This is an optimization exercise on Yosys and OpenROAD, whose aim is small area and few clock cycles, not a production implementation. Function was checked by simulation only, so behaviour that the tests miss may differ from the original. Power is estimated from default activity; no workload was simulated.

==> flow/design.v <==
package wre_pkg;
  localparam int REG_W = 9;                    
  localparam int MAX_HEIGHT = 256;             
  localparam int H_LIM = (MAX_HEIGHT > 511) ? 511 : MAX_HEIGHT;
  localparam logic [REG_W-1:0] MIN_RUN = 9'd2;
  localparam logic [REG_W-1:0] CNT_MAX = 9'h1FF;
  localparam int FIFO_DEPTH = 8;
  localparam int FIFO_PTR_W = $clog2(FIFO_DEPTH);
  localparam int FIFO_LVL_W = FIFO_PTR_W + 1;
  typedef enum logic [0:0] {
    REG_MAP_WIDTH  = 1'b0,
    REG_MAP_HEIGHT = 1'b1
  } cfg_reg_t;
  typedef struct packed {
    logic             is_vertical;
    logic [REG_W-1:0] rect_x;
    logic [REG_W-1:0] rect_y;
    logic [REG_W-1:0] rect_width;
    logic [REG_W-1:0] rect_height;
    logic             last;
  } rect_t;
  localparam int RECT_W = 2 + 4 * REG_W;       
endpackage
module wre_ram #(
  parameter int WIDTH = 9,
  parameter int DEPTH = 256
) (
  input  logic                     clk,
  input  logic                     we,
  input  logic [$clog2(DEPTH)-1:0] waddr,
  input  logic [WIDTH-1:0]         wdata,
  input  logic [$clog2(DEPTH)-1:0] raddr,
  output logic [WIDTH-1:0]         rdata
);
  logic [WIDTH-1:0] mem [DEPTH];
  always_ff @(posedge clk) begin
    if (we) begin
      mem[waddr] <= wdata;
    end
    rdata <= mem[raddr];
  end
endmodule
import wre_pkg::*;
module wre_out_fifo
(
  input  logic                  clk,
  input  logic                  rst_n,
  input  logic                  push0,
  input  wre_pkg::rect_t                 data0,
  input  logic                  push1,
  input  wre_pkg::rect_t                 data1,
  output logic                  pop_valid,
  output wre_pkg::rect_t                 pop_data,
  input  logic                  pop_ready,
  output logic [FIFO_LVL_W-1:0] level
);
  logic [RECT_W-1:0]      mem_r [FIFO_DEPTH];
  logic [FIFO_PTR_W-1:0]  wr_ptr_r, wr_ptr_nxt;
  logic [FIFO_PTR_W-1:0]  rd_ptr_r, rd_ptr_nxt;
  logic [FIFO_LVL_W-1:0]  level_r, level_nxt;
  logic [FIFO_PTR_W-1:0]  wr_ptr_p1;
  logic [1:0]             push_cnt;
  logic                   pop;
  assign pop       = pop_valid && pop_ready;
  assign push_cnt  = {1'b0, push0} + {1'b0, push1};
  assign wr_ptr_p1 = wr_ptr_r + FIFO_PTR_W'(1);
  always_comb begin
    wr_ptr_nxt = wr_ptr_r + FIFO_PTR_W'(push_cnt);
    rd_ptr_nxt = rd_ptr_r + FIFO_PTR_W'(pop);
    level_nxt  = level_r + FIFO_LVL_W'(push_cnt) - FIFO_LVL_W'(pop);
  end
  always_ff @(posedge clk) begin
    if (!rst_n) begin
      wr_ptr_r <= '0;
      rd_ptr_r <= '0;
      level_r  <= '0;
    end else begin
      wr_ptr_r <= wr_ptr_nxt;
      rd_ptr_r <= rd_ptr_nxt;
      level_r  <= level_nxt;
    end
  end
  always_ff @(posedge clk) begin
    if (push0) begin
      mem_r[wr_ptr_r] <= data0;
    end
    if (push1) begin
      mem_r[wr_ptr_p1] <= data1;
    end
  end
  assign pop_valid = (level_r != '0);
  assign pop_data  = mem_r[rd_ptr_r];
  assign level     = level_r;
endmodule
import wre_pkg::*;
module wall_run_extractor
#(
  parameter int MAX_WIDTH = 256
) (
  input  logic             clk,
  input  logic             rst_n,
  input  logic             in_valid,
  output logic             in_ready,
  input  logic             in_is_wall,
  output logic             out_valid,
  input  logic             out_ready,
  output logic             out_is_vertical,
  output logic [REG_W-1:0] out_rect_x,
  output logic [REG_W-1:0] out_rect_y,
  output logic [REG_W-1:0] out_rect_width,
  output logic [REG_W-1:0] out_rect_height,
  output logic             out_last,
  input  logic             cfg_we,
  input  logic [0:0]       cfg_index,
  input  logic [REG_W-1:0] cfg_wdata
);
  localparam int AW    = $clog2(MAX_WIDTH);
  localparam int W_LIM = (MAX_WIDTH > 511) ? 511 : MAX_WIDTH;
  logic [REG_W-1:0] map_width_r, map_width_nxt;
  logic [REG_W-1:0] map_height_r, map_height_nxt;
  logic             cfg_hit;
  logic [REG_W-1:0] w_eff, h_eff;
  logic             clr_active_r, clr_active_nxt;
  logic [AW-1:0]    clr_addr_r, clr_addr_nxt;
  logic [REG_W-1:0] col_pos_r, col_pos_nxt;
  logic [REG_W-1:0] row_pos_r, row_pos_nxt;
  logic [REG_W-1:0] row_run_r, row_run_nxt;
  logic             accept;
  logic             last_col, last_row;
  logic [REG_W-1:0] rr_inc;
  logic             h_emit;
  logic [REG_W-1:0] h_x, h_len;
  logic             s1_valid_r;
  logic             s1_wall_r;
  logic             s1_last_row_r;
  logic [REG_W-1:0] s1_col_r, s1_row_r;
  logic [AW-1:0]    s1_addr_r;
  logic             s1_h_emit_r;
  logic [REG_W-1:0] s1_h_x_r, s1_h_len_r;
  logic             fwd_hit_r;
  logic [REG_W-1:0] fwd_data_r;
  logic [AW-1:0]    rd_addr;
  logic [REG_W-1:0] ram_rdata;
  logic             ram_we;
  logic [AW-1:0]    ram_waddr;
  logic [REG_W-1:0] ram_wdata;
  logic [REG_W-1:0] v_old, v_inc, v_new, v_len, v_y;
  logic             v_emit;
  wre_pkg::rect_t            h_rect, v_rect, push0_data, push1_data;
  logic             push0, push1;
  logic                  fifo_valid;
  wre_pkg::rect_t                 fifo_data;
  logic [FIFO_LVL_W-1:0] fifo_level;
  always_comb begin
    map_width_nxt  = map_width_r;
    map_height_nxt = map_height_r;
    cfg_hit        = 1'b0;
    if (cfg_we) begin
      unique case (cfg_index)
        REG_MAP_WIDTH: begin
          map_width_nxt = cfg_wdata;
          cfg_hit       = 1'b1;
        end
        REG_MAP_HEIGHT: begin
          map_height_nxt = cfg_wdata;
          cfg_hit        = 1'b1;
        end
        default: ;
      endcase
    end
  end
  always_comb begin
    w_eff = map_width_r;
    if (map_width_r == '0) begin
      w_eff = 9'd1;
    end else if (map_width_r > 9'(W_LIM)) begin
      w_eff = 9'(W_LIM);
    end
    h_eff = map_height_r;
    if (map_height_r == '0) begin
      h_eff = 9'd1;
    end else if (map_height_r > 9'(H_LIM)) begin
      h_eff = 9'(H_LIM);
    end
  end
  always_comb begin
    clr_active_nxt = clr_active_r;
    clr_addr_nxt   = clr_addr_r;
    if (cfg_hit) begin
      clr_active_nxt = 1'b1;
      clr_addr_nxt   = '0;
    end else if (clr_active_r) begin
      clr_addr_nxt = clr_addr_r + AW'(1);
      if (clr_addr_r == AW'(MAX_WIDTH - 1)) begin
        clr_active_nxt = 1'b0;
      end
    end
  end
  assign in_ready = !clr_active_r &&
                    ((FIFO_LVL_W + 1)'(fifo_level) + (FIFO_LVL_W + 1)'({s1_valid_r, 1'b0})
                     <= (FIFO_LVL_W + 1)'(FIFO_DEPTH - 2));
  assign accept   = in_valid && in_ready;
  assign last_col = (col_pos_r + 9'd1) >= w_eff;
  assign last_row = (row_pos_r + 9'd1) >= h_eff;
  assign rr_inc   = (row_run_r == CNT_MAX) ? row_run_r : row_run_r + 9'd1;
  assign rd_addr  = AW'(col_pos_r);
  always_comb begin
    h_emit      = 1'b0;
    h_x         = col_pos_r;
    h_len       = row_run_r;
    row_run_nxt = row_run_r;
    col_pos_nxt = col_pos_r;
    row_pos_nxt = row_pos_r;
    if (cfg_hit) begin
      row_run_nxt = '0;
      col_pos_nxt = '0;
      row_pos_nxt = '0;
    end else if (accept) begin
      if (in_is_wall) begin
        if (last_col) begin
          h_emit      = rr_inc > MIN_RUN;
          h_x         = w_eff;
          h_len       = rr_inc;
          row_run_nxt = '0;
        end else begin
          row_run_nxt = rr_inc;
        end
      end else begin
        h_emit      = row_run_r > MIN_RUN;
        row_run_nxt = '0;
      end
      if (last_col) begin
        col_pos_nxt = '0;
        row_pos_nxt = last_row ? '0 : row_pos_r + 9'd1;
      end else begin
        col_pos_nxt = col_pos_r + 9'd1;
      end
    end
  end
  assign v_old = fwd_hit_r ? fwd_data_r : ram_rdata;
  assign v_inc = (v_old == CNT_MAX) ? v_old : v_old + 9'd1;
  always_comb begin
    v_emit = 1'b0;
    v_len  = v_old;
    v_new  = '0;
    v_y    = s1_row_r;
    if (s1_wall_r) begin
      if (s1_last_row_r) begin
        v_emit = v_inc > MIN_RUN;
        v_len  = v_inc;
        v_y    = h_eff;
      end else begin
        v_new = v_inc;
      end
    end else begin
      v_emit = v_old > MIN_RUN;
    end
  end
  always_comb begin
    ram_we    = clr_active_r || s1_valid_r;
    ram_waddr = clr_active_r ? clr_addr_r : s1_addr_r;
    ram_wdata = clr_active_r ? '0 : v_new;
  end
  wre_ram #(
    .WIDTH (REG_W),
    .DEPTH (MAX_WIDTH)
  ) u_col_ram (
    .clk   (clk),
    .we    (ram_we),
    .waddr (ram_waddr),
    .wdata (ram_wdata),
    .raddr (rd_addr),
    .rdata (ram_rdata)
  );
  always_comb begin
    h_rect = {1'b0, s1_h_x_r, s1_row_r + 9'd1, s1_h_len_r, 9'd1, !v_emit};
    v_rect = {1'b1, s1_col_r + 9'd1, v_y, 9'd1, v_len, 1'b1};
    push0      = s1_valid_r && (s1_h_emit_r || v_emit);
    push1      = s1_valid_r && s1_h_emit_r && v_emit;
    push0_data = s1_h_emit_r ? h_rect : v_rect;
    push1_data = v_rect;
  end
  always_ff @(posedge clk) begin
    if (!rst_n) begin
      map_width_r  <= 9'd32;
      map_height_r <= 9'd32;
      clr_active_r <= 1'b1;
      clr_addr_r   <= '0;
      col_pos_r    <= '0;
      row_pos_r    <= '0;
      row_run_r    <= '0;
      s1_valid_r   <= 1'b0;
      fwd_hit_r    <= 1'b0;
    end else begin
      map_width_r  <= map_width_nxt;
      map_height_r <= map_height_nxt;
      clr_active_r <= clr_active_nxt;
      clr_addr_r   <= clr_addr_nxt;
      col_pos_r    <= col_pos_nxt;
      row_pos_r    <= row_pos_nxt;
      row_run_r    <= row_run_nxt;
      s1_valid_r   <= accept;
      fwd_hit_r    <= accept && s1_valid_r && (s1_addr_r == rd_addr);
    end
  end
  always_ff @(posedge clk) begin
    fwd_data_r <= v_new;
    if (accept) begin
      s1_wall_r     <= in_is_wall;
      s1_last_row_r <= last_row;
      s1_col_r      <= col_pos_r;
      s1_row_r      <= row_pos_r;
      s1_addr_r     <= rd_addr;
      s1_h_emit_r   <= h_emit;
      s1_h_x_r      <= h_x;
      s1_h_len_r    <= h_len;
    end
  end
  wre_out_fifo u_out_fifo (
    .clk       (clk),
    .rst_n     (rst_n),
    .push0     (push0),
    .data0     (push0_data),
    .push1     (push1),
    .data1     (push1_data),
    .pop_valid (fifo_valid),
    .pop_data  (fifo_data),
    .pop_ready (out_ready),
    .level     (fifo_level)
  );
  assign out_valid       = fifo_valid;
  assign out_is_vertical = fifo_data.is_vertical;
  assign out_rect_x      = fifo_data.rect_x;
  assign out_rect_y      = fifo_data.rect_y;
  assign out_rect_width  = fifo_data.rect_width;
  assign out_rect_height = fifo_data.rect_height;
  assign out_last        = fifo_data.last;
endmodule
==> flow/run.sh <==
#!/bin/bash
# synth_recipe.tcl (not shown) runs the flow's synth.tcl, then flattens the netlist and writes it again
# the make line also repeats each setting of config.mk as NAME=value (left out here)
make -C /OpenROAD-flow-scripts/flow DESIGN_CONFIG=/design/flow/config.mk WORK_HOME=/design/flow/orfs CLKGATE_MAP_FILE= SYNTH_SCRIPT=/design/flow/synth_recipe.tcl finish
==> flow/config.mk <==
export PLATFORM = sky130hd
export DESIGN_NAME = wall_run_extractor
export DESIGN_NICKNAME = wall_run_extractor
export VERILOG_FILES = /design/flow/design.v
export SDC_FILE = /design/flow/constraint.sdc
export NUM_CORES = 4
export LEC_CHECK = 0
export CAP_MARGIN = 20
export CORE_MARGIN = 2
export CORE_UTILIZATION = 40
export SLEW_MARGIN = 20
==> flow/constraint.sdc <==
create_clock -name core_clock -period 5.5 [get_ports {clk}]
set_input_delay 1.1000 -clock core_clock [delete_from_list [all_inputs] [get_ports {clk}]]
set_output_delay 1.1000 -clock core_clock [all_outputs]
set_load 0.01 [all_outputs]
==> notes.md <==
[path summary, 6_finish.rpt]
path / depth (start not counted) / startpoint / slack [ps] / end
worst max-delay path: 20 / fwd_hit_r / 560 / u_out_fifo.level_r[3]
worst min-delay path: 1 / u_out_fifo.mem_r[7][14] / 460 / u_out_fifo.mem_r[7][14]
worst max register to register: 20 / fwd_hit_r / 560 / u_out_fifo.level_r[3]
worst min register to register: 1 / u_out_fifo.mem_r[7][14] / 460 / u_out_fifo.mem_r[7][14]
[Yosys cell counts, types with 14 or more instances]
master	number	area [um2]
edfxtp_1	2559	76800
dfxtp_1	172	3440
ha_1	41	513
o22ai_1	91	569
buf_1	76	285
mux2i_1	38	380
a21oi_1	76	380
and2_1	29	181
o2bb2ai_1	64	561
mux4_2	778	17500
and3_1	18	113
a21boi_0	18	135
a22oi_1	20	150
mux2_2	42	473
a211oi_1	19	143
o211ai_1	14	105
xnor2_1	39	342
nand3_1	53	265
nor2_1	420	1580
nor3_1	22	110
nor2b_1	19	119
nand2_1	241	905
o22a_1	16	140
nand3b_1	15	113
o21ai_0	107	536
xor2_1	25	219
inv_1	32	120
a22o_1	20	175
clkbuf_1	242	908
a221oi_1	18	158
buf_2	19	95.1
[what timing repair did]
| action | CTS | global route |
|---|---|---|
| setup endpoints to repair | 0 | 1 |
| hold buffers | 0 | 0 |
| gates resized for setup | 0 | 1 |
| hold endpoints to repair | 0 | 0 |
[flip-flops by register name, summed over array words and instances (netlist names), 8 cells and up]
| name | cells |
|---|---|
| clr_addr_r | 8 |
| col_pos_r | 9 |
| fwd_data_r | 9 |
| map_height_r | 9 |
| map_width_r | 9 |
| row_pos_r | 9 |
| row_run_r | 9 |
| s1_col_r | 9 |
| s1_h_len_r | 9 |
| s1_h_x_r | 9 |
| s1_row_r | 9 |
| u_col_ram.mem | 2304 |
| u_col_ram.rdata | 9 |
| u_out_fifo.mem_r | 304 |
[layer usage]
layer,vias up,part of all wire,GRT usage
li1,23200,-,-
met1,29400,0.42,0.277
met2,2311,0.47,0.304
met3,477,0.071,0.0309
met4,0,0.031,0.0600
met5,-,0,0
[kinds of logic (layout without fill, tap and decap cells)]
group	after synthesis	count (layout)
adders and majority gates	43	43
AOI/OAI and AO/OA	532	532
buffers and inverters	390	815
and+or+nand+nor	887	887
other	0	2
xor gates and xnor gates	64	64
DFF	2731	2731
muxes	868	868
[through the flow]
step                power, mW  std cells
global placement         23.7       8987
floorplan                23.4       5515
finish                   42.7       9512
CTS                      43.1       9505
global route             43.9       9511
detailed placement       23.7       8988
[report_power, final]
| part | switching (mW) | internal, mW | total (mW) |
|---|---|---|---|
| Clock | 7.88 | 11.6 | 19.4 |
| Sequential | 0.155 | 22.4 | 22.6 |
| Combinational | 0.380 | 0.339 | 0.719 |
[cell type report]
cell class / count / area, um2
Antenna cell: 2 / 5.00
Clock buffer: 378 / 8100
Clock inverter: 139 / 1330
Fill cell: 22600 / 147000
Inverter: 42 / 158
Multi-Input combinational cell: 2394 / 27300
Sequential cell: 2731 / 80300
Tap cell: 3570 / 4470
Timing Repair Buffer: 256 / 2530
==> impl_metrics.env <==
export IMPL_status="complete, no violations"
export IMPL_synthArstFlopShare=0
export IMPL_synth_ff_type="edfxtp_1"
export IMPL_maxCapViolCount=0
export IMPL_place_ws_ps=452
export IMPL_p_leak_nw=33.1
export IMPL_mostFrequentLayoutCell="edfxtp_1"
export IMPL_cpPeakStageDelay_ps=390
export IMPL_grt_pass1_vias=55100
export IMPL_track_usage=0.193
export IMPL_synth_top_family_by_area="multiplexers"
export IMPL_synth_distinct_cells=72
export IMPL_fin_skew_ps=56.4
export IMPL_post_cts_buffers=0
export IMPL_vias_per_cell=5.82
export IMPL_start_util=0.402
export IMPL_syn_num_nets=5574
export IMPL_cp_start_kind="register"
export IMPL_final_area_um2=124000
export IMPL_grt_overflow=0
export IMPL_drt_iter0_drc=6747
export IMPL_tns_ps=0
export IMPL_antenna_found_initial=6
export IMPL_final_util=0.458
export IMPL_synthXorXnorAreaFrac=0.00514
export IMPL_areaGrowthSynthToFinish_pct=14.0
export IMPL_synth_seq_area_share=0.737
export IMPL_finalMaxSlewViolations=0
export IMPL_synthAdderAreaFrac=0.00507
export IMPL_rsz0062_at_grt="false"
export IMPL_die_w_um=526
export IMPL_dpl_cell_area_um2=115000
export IMPL_grt_pass1_wl_um=393000
export IMPL_fin_crit_sh=0.898
export IMPL_pin_count=56
export IMPL_whs_ps=456
export IMPL_htree_num_levels=5
export IMPL_clock_latency_ps=940
export IMPL_postSynthAreaPerCell_um2=19.8
export IMPL_root_buffer="clkbuf_16"
export IMPL_path_max_fanout=16
export IMPL_netlist_area_um2=109000
export IMPL_final_nets=5784
export IMPL_core_um2=271000
export IMPL_worst_slack_ps=559
export IMPL_row_count=191
export IMPL_drive_gt1_frac=0.252
export IMPL_syn_inst=5515
export IMPL_cp_buffers_inverters=3
export IMPL_ant_nets=0
export IMPL_worstPathArrival_ps=5730
export IMPL_io_buffer_count=55
export IMPL_finalHoldViolations=0
export IMPL_drc=0
export IMPL_crit_path_frequent_cell="ha_1"
export IMPL_worstHoldPathType="register to register"
export IMPL_grt_max_degree=257
export IMPL_period_minus_slack_ps=4940
export IMPL_crit_path_end_kind="register"
export IMPL_ys_ff_latch=2731
export IMPL_crit_required_ps=6290
export IMPL_die_area_um2=277000
export IMPL_drt_pass1_iter_count=8
export IMPL_cp_slowest_cell="dfxtp_1"
export IMPL_muxShareOfSynthArea=0.170
export IMPL_path_cells="mux2i_1, inv_1, ha_1, nand4b_1, a22oi_1, a211oi_2, a21boi_0, o221ai_2, and2_2, nand2_1, nor2_1, ha_1, inv_1, ha_1, inv_1, ha_1, a21o_1, a21oi_1, xor2_1, and2_1"
export IMPL_finalSetupViolCount=0
export IMPL_relSlewSlack=0.205
export IMPL_synth_edf_count=2559
export IMPL_final_cell_mix="edfxtp_1 (2,559), mux4_2 (778), nor2_1 (409)"
export IMPL_worstMarginPinSlew_ps=1190
export IMPL_hpwl_um=160000
export IMPL_synth_compound_area_frac=0.0337
export IMPL_cts_tree="done"
export IMPL_routed_wl_um=270000
export IMPL_yosys_area_share_simple=0.0356
export IMPL_dr_total_vias=55400
export IMPL_max_freq_mhz=202
export IMPL_clk_path_buf_depth=4
export IMPL_gp_congestion=0.836
export IMPL_wl_per_cell_um=28.4
export IMPL_crit_type="register to register"
export IMPL_ys_warn_count=3
export IMPL_clkSlewWorstSetupHoldPaths_ps=60
export IMPL_die_y_um=526
export IMPL_cts_buffers=300
export IMPL_crit_family="compound AO/OA/AOI/OAI gates"
export IMPL_powerDensity_nw_per_um2=344
export IMPL_cts_sinks=2731
export IMPL_peakVddDrop_mv=0.259
Testbench counts, summed over its fixed seeds: cycles 306,621.

static timing again, ports no longer ideal:
Ports are ideal in the flow. The routed layout listed here was re-timed in OpenROAD.
Step 1 (the two cells are an assumption about what drives the block):
set clk [get_ports {clk}]
set_driving_cell -lib_cell sky130_fd_sc_hd__clkbuf_16 $clk
set_driving_cell -lib_cell sky130_fd_sc_hd__buf_2 [delete_from_list [all_inputs] $clk]
Step 2, shift: input delay + t, output delay - t, t = (earliest + latest rising clock arrival at the registers) / 2. This alone moves slack from input paths to output paths.
Slacks: no drivers / after step 1 / after step 2; pairs: no drivers / after step 1.
shift t [ns]: 1.010
setup slack, ns: 0.559 / 0.559 / 0.559
slew at the worst register clock pin (ns): 0.07 / 0.07
worst data-port slew with drivers (ns): 0.16
After both steps this run still meets setup and hold. For this run, drivers alone change the setup slack by 0.000 ns; drivers and shift together by 0.000 ns.
